Context: an optimization exercise on an open-source flow, tuned for small area, a short achievable clock period and few clock cycles per item. The choices shown serve that exercise and are no tape-out recipe. Function was checked by simulation only, so behaviour that the tests miss may differ from the original. The flow treats the clock pin as an ideal source. Dropping or thinning the clock tree relies on that and would not hold on a real chip. Power is estimated from default activity; no workload was simulated.

## lz77_top
module lz77_top (
  input  logic                  clk,
  input  logic                  rstn,
  input  logic                  start_i,
  input  logic [BLK_LEN_WD-1:0] cfg_len_i,
  input  logic [DATA_WD-1:0]    rd_dat_i,
  output logic                  rd_val_o,
  output logic                  val_o,
  output logic                  flg_lit_o,
  output logic [DATA_WD-1:0]    dat_lit_o,
  output logic [LEN_WD-1:0]     dat_len_o,
  output logic [DST_WD-1:0]     dat_dst_o,
  output logic                  flg_lst_o,
  output logic                  done_o
);
For scale: roughly 600 cells after synthesis, roughly 41 I/O pins, roughly 0.0071 mm2 of cells after synthesis.
clock: 8.0 ns
lec_check: 0
cap_margin: 20
core_margin: 2
core_utilization: 40
cts_buf_list: sky130_fd_sc_hd__clkbuf_16
cts_cluster_diameter: 80
cts_cluster_size: 30
setup_slack_margin: 5
slew_margin: 20
standard.sh (not shown) runs the stock make flow with config.mk's settings and CLKGATE_MAP_FILE= SYNTH_SCRIPT=/design/flow/synth_recipe.tcl, a recipe that flattens the netlist after the stock synthesis.
==> flow/flow/run.sh <==
#!/bin/bash
# The standard layout with a tighter timing-repair target, small port buffers, no dummy
# clock loads and a two-level clock tree with four roots (flow/clock_levels.tcl, run before global
# routing);
# the clock period and constraints are the design's. ORFS keeps each step's log under orfs/logs.
set -euo pipefail
bash standard.sh SETUP_SLACK_MARGIN=5.58 "BUFFER_PORTS_ARGS=-buffer_cell sky130_fd_sc_hd__buf_2" \
  "CTS_ARGS=-sink_clustering_enable -repair_clock_nets -sink_clustering_size 30 -sink_clustering_max_diameter 80 -buf_list sky130_fd_sc_hd__clkbuf_16 -dont_use_dummy_load" \
  "PRE_GLOBAL_ROUTE_TCL=$PWD/flow/clock_levels.tcl" \
  finish > standard.log 2>&1
==> flow/flow/clock_levels.tcl <==
set nroot 4
set block [ord::get_db_block]
set root [$block findInst clkbuf_0_clk]
if {$root ne "NULL"} {
  set clknet [[$root findITerm A] getNet]
  set rootnet [[$root findITerm X] getNet]
  # branch buffers: clock buffers on the root net that drive only clock buffers
  set mids {}
  foreach it [$rootnet getITerms] {
    set inst [$it getInst]
    if {[$inst getName] eq [$root getName]} { continue }
    if {![string match "sky130_fd_sc_hd__clkbuf_*" [[$inst getMaster] getName]]} { continue }
    set onet [[$inst findITerm X] getNet]
    set only_bufs 1
    foreach lt [$onet getITerms] {
      set li [$lt getInst]
      if {[$li getName] eq [$inst getName]} { continue }
      if {![string match "sky130_fd_sc_hd__clkbuf_*" [[$li getMaster] getName]]} { set only_bufs 0 }
    }
    if {$only_bufs} { lappend mids $inst }
  }
  foreach inst $mids {
    set onet [[$inst findITerm X] getNet]
    set loads {}
    foreach lt [$onet getITerms] {
      if {[[$lt getInst] getName] ne [$inst getName]} { lappend loads $lt }
    }
    foreach lt $loads {
      $lt disconnect
      $lt connect $rootnet
    }
    puts "clock_levels: removed [$inst getName], [llength $loads] leaf buffers now on [$rootnet getName]"
    [$inst findITerm A] disconnect
    [$inst findITerm X] disconnect
    odb::dbInst_destroy $inst
    odb::dbNet_destroy $onet
  }
  # split the root when it only drives leaf buffers, grouping the leaves by position
  set leaves {}
  set only_bufs 1
  foreach it [$rootnet getITerms] {
    set inst [$it getInst]
    if {[$inst getName] eq [$root getName]} { continue }
    if {![string match "sky130_fd_sc_hd__clkbuf_*" [[$inst getMaster] getName]]} { set only_bufs 0 }
    set loc [$inst getLocation]
    lappend leaves [list [lindex $loc 0] [lindex $loc 1] $it]
  }
  if {$only_bufs && [llength [$clknet getITerms]] == 1 && [llength $leaves] >= $nroot} {
    set leaves [lsort -integer -index 0 $leaves]
    set per [expr {int(ceil(double([llength $leaves]) / $nroot))}]
    set rloc [$root getLocation]
    set master [$root getMaster]
    for {set r 1} {$r < $nroot} {incr r} {
      set group [lrange $leaves [expr {$r * $per}] [expr {($r + 1) * $per - 1}]]
      if {[llength $group] == 0} { continue }
      set inst [odb::dbInst_create $block $master "clkbuf_0_clk_r$r"]
      set net [odb::dbNet_create $block "clknet_0_clk_r$r"]
      $net setSigType CLOCK
      [$inst findITerm A] connect $clknet
      [$inst findITerm X] connect $net
      set sx 0
      set sy 0
      foreach k $group {
        set sx [expr {$sx + [lindex $k 0]}]
        set sy [expr {$sy + [lindex $k 1]}]
        set lt [lindex $k 2]
        $lt disconnect
        $lt connect $net
      }
      set n [llength $group]
      $inst setLocation [expr {($sx / $n + [lindex $rloc 0]) / 2}] [expr {($sy / $n + [lindex $rloc 1]) / 2}]
      $inst setPlacementStatus PLACED
      puts "clock_levels: added [$inst getName] driving $n leaf buffers"
    }
    detailed_placement
  }
}
The starting point finished clean.
Testbench counts at the start, summed over its fixed seeds: cycles 41,294, bytes 39,715.
Rerun with:
--- a/flow/flow/run.sh
+++ b/flow/flow/run.sh
@@ -3,2 +3 @@
-# clock loads and a two-level clock tree with four roots (flow/clock_levels.tcl, run before global
-# routing);
+# clock loads and a two-level clock tree (flow/clock_levels.tcl, run before global routing);
@@ -7 +6 @@
-bash standard.sh SETUP_SLACK_MARGIN=5.58 "BUFFER_PORTS_ARGS=-buffer_cell sky130_fd_sc_hd__buf_2" \
+bash standard.sh SETUP_SLACK_MARGIN=5.46 "BUFFER_PORTS_ARGS=-buffer_cell sky130_fd_sc_hd__buf_2" \
==> flow/flow/clock_levels.tcl (replaced) <==
# Sourced by ORFS before global routing (PRE_GLOBAL_ROUTE_TCL). The clock tree CTS builds for
# this small design is root buffer -> two branch buffers -> leaf buffers -> flip-flops. This
# drops the branch level: the root buffer drives every leaf buffer directly, so all registers
# keep the same number of buffers on their clock path and the tree stays balanced.
set block [ord::get_db_block]
set root [$block findInst clkbuf_0_clk]
if {$root ne "NULL"} {
  set rootnet [[$root findITerm X] getNet]
  set mids {}
  foreach it [$rootnet getITerms] {
    set inst [$it getInst]
    if {[$inst getName] eq [$root getName]} { continue }
    if {![string match "sky130_fd_sc_hd__clkbuf_*" [[$inst getMaster] getName]]} { continue }
    set onet [[$inst findITerm X] getNet]
    set only_bufs 1
    foreach lt [$onet getITerms] {
      set li [$lt getInst]
      if {[$li getName] eq [$inst getName]} { continue }
      if {![string match "sky130_fd_sc_hd__clkbuf_*" [[$li getMaster] getName]]} { set only_bufs 0 }
    }
    if {$only_bufs} { lappend mids $inst }
  }
  foreach inst $mids {
    set onet [[$inst findITerm X] getNet]
    set loads {}
    foreach lt [$onet getITerms] {
      if {[[$lt getInst] getName] ne [$inst getName]} { lappend loads $lt }
    }
    foreach lt $loads {
      $lt disconnect
      $lt connect $rootnet
    }
    puts "clock_levels: removed [$inst getName], [llength $loads] leaf buffers now on [$rootnet getName]"
    [$inst findITerm A] disconnect
    [$inst findITerm X] disconnect
    odb::dbInst_destroy $inst
    odb::dbNet_destroy $onet
  }
}
The new run passed the timing, DRC and antenna checks. Setup slack degrades by 91 ps. Global-route usage grows by 0.40 points. Final area decreases by 2.0%. Power drops by 3.5%. Final cell count decreases by 0.35%. Wire length grows by 0.71%. Fmax is lower by 3.6%. Die area stays the same. Combinational power went down by about 2%. Sequential power barely changes. Count of clock-buffer cells in the layout does not change.
Rerun with:
--- a/flow/flow/run.sh
+++ b/flow/flow/run.sh
@@ -3 +3,2 @@
-# clock loads and a two-level clock tree (flow/clock_levels.tcl, run before global routing);
+# clock loads and a two-level clock tree with four roots (flow/clock_levels.tcl, run before global
+# routing);
@@ -6 +7 @@
-bash standard.sh SETUP_SLACK_MARGIN=5.46 "BUFFER_PORTS_ARGS=-buffer_cell sky130_fd_sc_hd__buf_2" \
+bash standard.sh SETUP_SLACK_MARGIN=5.6 "BUFFER_PORTS_ARGS=-buffer_cell sky130_fd_sc_hd__buf_2" \
--- a/flow/flow/clock_levels.tcl
+++ b/flow/flow/clock_levels.tcl
@@ -1,4 +1 @@
-# Sourced by ORFS before global routing (PRE_GLOBAL_ROUTE_TCL). The clock tree CTS builds for
-# this small design is root buffer -> two branch buffers -> leaf buffers -> flip-flops. This
-# drops the branch level: the root buffer drives every leaf buffer directly, so all registers
-# keep the same number of buffers on their clock path and the tree stays balanced.
+set nroot 4
@@ -7,0 +5 @@
+  set clknet [[$root findITerm A] getNet]
@@ -8,0 +7 @@
+  # branch buffers: clock buffers on the root net that drive only clock buffers
@@ -38,0 +38,39 @@
+  # split the root when it only drives leaf buffers, grouping the leaves by position
+  set leaves {}
+  set only_bufs 1
+  foreach it [$rootnet getITerms] {
+    set inst [$it getInst]
+    if {[$inst getName] eq [$root getName]} { continue }
+    if {![string match "sky130_fd_sc_hd__clkbuf_*" [[$inst getMaster] getName]]} { set only_bufs 0 }
+    set loc [$inst getLocation]
+    lappend leaves [list [lindex $loc 0] [lindex $loc 1] $it]
+  }
+  if {$only_bufs && [llength [$clknet getITerms]] == 1 && [llength $leaves] >= $nroot} {
+    set leaves [lsort -integer -index 0 $leaves]
+    set per [expr {int(ceil(double([llength $leaves]) / $nroot))}]
+    set rloc [$root getLocation]
+    set master [$root getMaster]
+    for {set r 1} {$r < $nroot} {incr r} {
+      set group [lrange $leaves [expr {$r * $per}] [expr {($r + 1) * $per - 1}]]
+      if {[llength $group] == 0} { continue }
+      set inst [odb::dbInst_create $block $master "clkbuf_0_clk_r$r"]
+      set net [odb::dbNet_create $block "clknet_0_clk_r$r"]
+      $net setSigType CLOCK
+      [$inst findITerm A] connect $clknet
+      [$inst findITerm X] connect $net
+      set sx 0
+      set sy 0
+      foreach k $group {
+        set sx [expr {$sx + [lindex $k 0]}]
+        set sy [expr {$sy + [lindex $k 1]}]
+        set lt [lindex $k 2]
+        $lt disconnect
+        $lt connect $net
+      }
+      set n [llength $group]
+      $inst setLocation [expr {($sx / $n + [lindex $rloc 0]) / 2}] [expr {($sy / $n + [lindex $rloc 1]) / 2}]
+      $inst setPlacementStatus PLACED
+      puts "clock_levels: added [$inst getName] driving $n leaf buffers"
+    }
+    detailed_placement
+  }
Worst setup slack is better by 99 ps.
Count of clock-buffer cells in the layout is unchanged.
Flip-flop and latch count is unchanged.
Power rises by 3.4%.
Combinational power is about the same.
Routed wire length falls by 0.79%.
Via count rises by 1.1%.
Non-clock buffer count rises by 4.
Hold slack is worse by 30 ps.
Rerun with:
--- a/flow/flow/run.sh
+++ b/flow/flow/run.sh
@@ -3,2 +3 @@
-# clock loads and a two-level clock tree with four roots (flow/clock_levels.tcl, run before global
-# routing);
+# clock loads and a two-level clock tree (flow/clock_levels.tcl, run before global routing);
@@ -7 +6 @@
-bash standard.sh SETUP_SLACK_MARGIN=5.6 "BUFFER_PORTS_ARGS=-buffer_cell sky130_fd_sc_hd__buf_2" \
+bash standard.sh SETUP_SLACK_MARGIN=5.56 "BUFFER_PORTS_ARGS=-buffer_cell sky130_fd_sc_hd__buf_2" \
==> flow/flow/clock_levels.tcl (replaced) <==
# Sourced by ORFS before global routing (PRE_GLOBAL_ROUTE_TCL). The clock tree CTS builds for
# this small design is root buffer -> two branch buffers -> leaf buffers -> flip-flops. This
# drops the branch level: the root buffer drives every leaf buffer directly, so all registers
# keep the same number of buffers on their clock path and the tree stays balanced.
set block [ord::get_db_block]
set root [$block findInst clkbuf_0_clk]
if {$root ne "NULL"} {
  set rootnet [[$root findITerm X] getNet]
  set mids {}
  foreach it [$rootnet getITerms] {
    set inst [$it getInst]
    if {[$inst getName] eq [$root getName]} { continue }
    if {![string match "sky130_fd_sc_hd__clkbuf_*" [[$inst getMaster] getName]]} { continue }
    set onet [[$inst findITerm X] getNet]
    set only_bufs 1
    foreach lt [$onet getITerms] {
      set li [$lt getInst]
      if {[$li getName] eq [$inst getName]} { continue }
      if {![string match "sky130_fd_sc_hd__clkbuf_*" [[$li getMaster] getName]]} { set only_bufs 0 }
    }
    if {$only_bufs} { lappend mids $inst }
  }
  foreach inst $mids {
    set onet [[$inst findITerm X] getNet]
    set loads {}
    foreach lt [$onet getITerms] {
      if {[[$lt getInst] getName] ne [$inst getName]} { lappend loads $lt }
    }
    foreach lt $loads {
      $lt disconnect
      $lt connect $rootnet
    }
    puts "clock_levels: removed [$inst getName], [llength $loads] leaf buffers now on [$rootnet getName]"
    [$inst findITerm A] disconnect
    [$inst findITerm X] disconnect
    odb::dbInst_destroy $inst
    odb::dbNet_destroy $onet
  }
}
=> Routed wire length decreases by 1.5%; critical path depth does not change; clock-buffer cell count does not change.

re-timing with driven ports:
The flow's constraints put no driver on any port. The routed layouts listed below were extracted and timed again, unchanged, in two steps.
Step 1 assumes that a clkbuf_16 drives the clock port and a buf_2 every other input.
Step 2 moves the port delays by t, midway between the first and last clock arrival at a register: inputs arrive t later, outputs are due t later. That takes back most of the time a late clock gives input paths.
a / b / c = ideal ports / drivers / drivers and shift; a / b = the first two.
run	t (ns)	setup slack, ns	worst setup path at the end	cell pins on the clock port's net
the first run	0.362	5.574 / 5.501 / 5.326	input to register	4
the second run	0.412	5.483 / 5.451 / 5.093	input to register	1
the third run	0.355	5.582 / 5.509 / 5.343	input to register	4
the fourth run	0.403	5.493 / 5.453 / 5.149	input to register	1
After both steps setup and hold are still met in every run listed. For the second run, which loses most, drivers alone change the setup slack by -0.032 ns; drivers and shift together by -0.390 ns.
